Source: an optimization exercise on an open RTL-to-GDS flow (aim: small area). Production flows keep margins and buffers that such runs may drop. At most, simulation tests tie the RTL to the original design; equivalence was not proved. Power figures rest on the tool's default switching activity, not on a simulated workload.

==> module l1_dcache_ctrl, before the edit <==
module l1_dcache_ctrl #(
  parameter int ADDR_WIDTH = 32,
  parameter int DATA_WIDTH = 32,
  parameter int LINE_WORDS = 4,
  parameter int NUM_LINES  = 16
) (
  input  logic                             clk,
  input  logic                             rst,
  input  logic                             cpu_req,
  input  logic                             cpu_we,
  input  logic [ADDR_WIDTH-1:0]            cpu_addr,
  input  logic [DATA_WIDTH-1:0]            cpu_wdata,
  input  logic [DATA_WIDTH/8-1:0]          cpu_wstrb,
  output logic [DATA_WIDTH-1:0]            cpu_rdata,
  output logic                             mem_stall,
  output logic                             mem_req,
  output logic                             mem_we,
  output logic [ADDR_WIDTH-1:0]            mem_addr,
  output logic [DATA_WIDTH*LINE_WORDS-1:0] mem_wdata,
  input  logic [DATA_WIDTH*LINE_WORDS-1:0] mem_rdata,
  input  logic                             mem_ack
);
  localparam int NB     = DATA_WIDTH / 8;
  localparam int BOFF_W = $clog2(NB);
  localparam int OFF_W  = $clog2(LINE_WORDS);
  localparam int IDX_W  = $clog2(NUM_LINES);
  localparam int LO_W   = BOFF_W + OFF_W;
  localparam int TAG_W  = ADDR_WIDTH - LO_W - IDX_W;
  localparam int LINE_W = DATA_WIDTH * LINE_WORDS;
  logic busy;
  logic wb;
  logic [NUM_LINES-1:0] valid;
  logic [NUM_LINES-1:0] dirty;
  logic [TAG_W-1:0]     tag_arr  [NUM_LINES];
  logic [LINE_W-1:0]    data_arr [NUM_LINES];
  logic [OFF_W-1:0]  word_sel;
  logic [IDX_W-1:0]  idx;
  logic [TAG_W-1:0]  addr_tag;
  logic [TAG_W-1:0]  cur_tag;
  logic [LINE_W-1:0] cur_line;
  logic [LINE_W-1:0] wr_data;
  logic              hit;
  logic              fill;
  logic              store;
  logic              to_alloc;
  assign word_sel = cpu_addr[BOFF_W +: OFF_W];
  assign idx      = cpu_addr[LO_W +: IDX_W];
  assign addr_tag = cpu_addr[ADDR_WIDTH-1 -: TAG_W];
  logic [NUM_LINES-1:0] sel;
  always_comb begin
    sel      = '0;
    sel[idx] = 1'b1;
  end
  for (genvar i = 0; i < LINE_W; i++) begin : g_rd
    logic [NUM_LINES-1:0] col;
    for (genvar l = 0; l < NUM_LINES; l++) begin : g_col
      assign col[l] = data_arr[l][i];
    end
    dc_sel16 u_sel (.d(col), .s(sel), .y(cur_line[i]));
  end
  for (genvar i = 0; i < TAG_W; i++) begin : g_tg
    logic [NUM_LINES-1:0] col;
    for (genvar l = 0; l < NUM_LINES; l++) begin : g_col
      assign col[l] = tag_arr[l][i];
    end
    dc_sel16 u_sel (.d(col), .s(sel), .y(cur_tag[i]));
  end
  assign hit      = cpu_req & valid[idx] & (cur_tag == addr_tag);
  logic [LINE_WORDS-1:0] wsel;
  always_comb begin
    wsel           = '0;
    wsel[word_sel] = 1'b1;
  end
  for (genvar i = 0; i < DATA_WIDTH; i++) begin : g_wd
    logic [LINE_WORDS-1:0] col;
    for (genvar w = 0; w < LINE_WORDS; w++) begin : g_col
      assign col[w] = cur_line[w*DATA_WIDTH + i];
    end
    dc_sel4 u_sel (.d(col), .s(wsel), .y(cpu_rdata[i]));
  end
  assign mem_stall = ~rst & (busy | (cpu_req & ~hit));
  assign mem_req   = busy;
  assign mem_we    = wb;
  assign mem_addr  = {cur_tag, idx, {LO_W{1'b0}}};
  assign mem_wdata = cur_line;
  assign fill    = busy & ~wb & mem_ack;
  assign to_alloc = busy ? (wb & mem_ack) : (cpu_req & ~hit & ~dirty[idx]);
  assign store   = ~busy & hit & cpu_we;
  assign wr_data = busy ? mem_rdata : {LINE_WORDS{cpu_wdata}};
  logic [LINE_WORDS*NB-1:0]            ben_n;
  logic                                ten_n;
  logic [NUM_LINES-1:0]                tag_we;
  logic [NUM_LINES*LINE_WORDS*NB-1:0]  data_we;
  always_comb begin
    for (int w = 0; w < LINE_WORDS; w++)
      for (int b = 0; b < NB; b++)
        ben_n[w*NB+b] = ~(fill | (store & wsel[w] & cpu_wstrb[b]));
  end
  assign ten_n = ~to_alloc;
  for (genvar l = 0; l < NUM_LINES; l++) begin : g_we
    dc_nor2 u_t (.a(~sel[l]), .b(ten_n), .y(tag_we[l]));
    for (genvar j = 0; j < LINE_WORDS*NB; j++) begin : g_b
      dc_nor2 u_d (.a(~sel[l]), .b(ben_n[j]), .y(data_we[l*LINE_WORDS*NB+j]));
    end
  end
  always_ff @(posedge clk) begin
    for (int l = 0; l < NUM_LINES; l++) begin
      if (tag_we[l])
        tag_arr[l] <= addr_tag;
      for (int j = 0; j < LINE_WORDS*NB; j++) begin
        if (data_we[l*LINE_WORDS*NB+j])
          data_arr[l][j*8 +: 8] <= wr_data[j*8 +: 8];
      end
    end
  end
  always_ff @(posedge clk or posedge rst) begin
    if (rst) begin
      busy  <= 1'b0;
      wb    <= 1'b0;
      valid <= '0;
      dirty <= '0;
    end else begin
      if (busy) begin
        if (mem_ack) begin
          wb <= 1'b0;
          if (!wb) busy <= 1'b0;
        end
      end else begin
        wb <= dirty[idx];
        if (cpu_req && !hit) busy <= 1'b1;
      end
      if (fill) begin
        valid[idx] <= 1'b1;
        dirty[idx] <= 1'b0;
      end else if (store) begin
        dirty[idx] <= 1'b1;
      end
    end
  end
endmodule
==> flow/config.mk <==
export PLATFORM = sky130hd
export DESIGN_NAME = l1_dcache_ctrl
export DESIGN_NICKNAME = l1_dcache_ctrl
export VERILOG_FILES = /design/flow/design.v
export SDC_FILE = /design/flow/constraint.sdc
export NUM_CORES = 4
export LEC_CHECK = 0
export CAP_MARGIN = 20
export CORE_MARGIN = 2
export CORE_UTILIZATION = 40
export SLEW_MARGIN = 20
export SYNTH_HIERARCHICAL = 1
==> flow/constraint.sdc <==
create_clock -name core_clock -period 10.0 [get_ports {clk}]
set_input_delay 2.0000 -clock core_clock [delete_from_list [all_inputs] [get_ports {clk}]]
set_output_delay 2.0000 -clock core_clock [all_outputs]
set_load 0.01 [all_outputs]
standard.sh (not shown) runs the stock make flow with config.mk's settings and CLKGATE_MAP_FILE= SYNTH_SCRIPT=/design/flow/synth_recipe.tcl, a recipe that flattens the netlist after the stock synthesis.
==> flow/flow/run.sh <==
#!/bin/bash
set -euo pipefail
export BUFFER_PORTS_ARGS="-buffer_cell sky130_fd_sc_hd__buf_1"
export CTS_ARGS="-sink_clustering_enable -repair_clock_nets -buf_list {sky130_fd_sc_hd__clkbuf_8 sky130_fd_sc_hd__clkbuf_16} -root_buf sky130_fd_sc_hd__clkbuf_16 -sink_clustering_buffer sky130_fd_sc_hd__clkbuf_8 -sink_buffer_max_cap_derate 0.04 -sink_clustering_size 14 -sink_clustering_max_diameter 60"
bash standard.sh > standard_flow.log 2>&1
The first run went through all stages and came out clean.
==> next run, changes <==
--- a/flow/design.v
+++ b/flow/design.v
@@ -143,34 +143,38 @@
   assign mem_addr  = {cur_tag, idx, {LO_W{1'b0}}};
   assign mem_wdata = cur_line;
   assign fill    = busy & ~wb & mem_ack;
   assign to_alloc = busy ? (wb & mem_ack) : (cpu_req & ~hit & ~dirty[idx]);
   assign store   = ~busy & hit & cpu_we;
-  assign wr_data = busy ? mem_rdata : {LINE_WORDS{cpu_wdata}};
-  logic [LINE_WORDS*NB-1:0]            ben_n;
-  logic                                ten_n;
-  logic [NUM_LINES-1:0]                tag_we;
-  logic [NUM_LINES*LINE_WORDS*NB-1:0]  data_we;
+  logic [DATA_WIDTH-1:0] merged;
+  always_comb begin
+    for (int b = 0; b < NB; b++)
+      merged[b*8 +: 8] = cpu_wstrb[b] ? cpu_wdata[b*8 +: 8] : cpu_rdata[b*8 +: 8];
+  end
+  assign wr_data = busy ? mem_rdata : {LINE_WORDS{merged}};
+  logic [LINE_WORDS-1:0]            wen_n;
+  logic                             ten_n;
+  logic [NUM_LINES-1:0]             tag_we;
+  logic [NUM_LINES*LINE_WORDS-1:0]  data_we;
   always_comb begin
     for (int w = 0; w < LINE_WORDS; w++)
-      for (int b = 0; b < NB; b++)
-        ben_n[w*NB+b] = ~(fill | (store & wsel[w] & cpu_wstrb[b]));
+      wen_n[w] = ~(fill | (store & wsel[w]));
   end
   assign ten_n = ~to_alloc;
   for (genvar l = 0; l < NUM_LINES; l++) begin : g_we
     dc_nor2 u_t (.a(~sel[l]), .b(ten_n), .y(tag_we[l]));
-    for (genvar j = 0; j < LINE_WORDS*NB; j++) begin : g_b
-      dc_nor2 u_d (.a(~sel[l]), .b(ben_n[j]), .y(data_we[l*LINE_WORDS*NB+j]));
+    for (genvar w = 0; w < LINE_WORDS; w++) begin : g_w
+      dc_nor2 u_d (.a(~sel[l]), .b(wen_n[w]), .y(data_we[l*LINE_WORDS+w]));
     end
   end
   always_ff @(posedge clk) begin
     for (int l = 0; l < NUM_LINES; l++) begin
       if (tag_we[l])
         tag_arr[l] <= addr_tag;
-      for (int j = 0; j < LINE_WORDS*NB; j++) begin
-        if (data_we[l*LINE_WORDS*NB+j])
-          data_arr[l][j*8 +: 8] <= wr_data[j*8 +: 8];
+      for (int w = 0; w < LINE_WORDS; w++) begin
+        if (data_we[l*LINE_WORDS+w])
+          data_arr[l][w*DATA_WIDTH +: DATA_WIDTH] <= wr_data[w*DATA_WIDTH +: DATA_WIDTH];
       end
     end
   end
   always_ff @(posedge clk or posedge rst) begin
     if (rst) begin
=> Design area increases slightly; synthesized cell count falls by a few percent; non-clock buffer count increases by 144; hold slack stays flat; maximum frequency decreases by a few percent; final cell count came out lower slightly; area after synthesis went down slightly; via count went up slightly; setup slack got worse by 0.33 ns; power rose by a few percent; critical path depth shrinks by 2.
Function not checked in the second run of this note: the RTL went through the layout flow alone.

-- separate check: timing with driven ports --
In the flow no input, the clock included, has a driving cell. The finished layouts below were timed again as built, in two steps. Step 1 sets driving cells, clkbuf_16 on the clock port and buf_2 on the other inputs (assumed; they add their load-dependent delay and slew). Step 2 adds t to the input delays and takes it off the output delays; t is the mean of the earliest and latest rising clock arrival at the registers after step 1. Input paths then give back, and output paths get back, about the clock's delay inside the block. Three values: ideal, step 1, step 2; two values: the first two.
run | t, ns | setup WS [ns] | worst setup path after step 2
the first run | 0.901 | 0.976 / 0.948 / 0.948 | input to output
the second run | 0.912 | 0.644 / 0.622 / 0.622 | input to output
After both steps setup and hold are still met in every run listed. The setup slack of the first run, which loses most, moves by -0.028 ns with the drivers and by -0.028 ns with both steps.
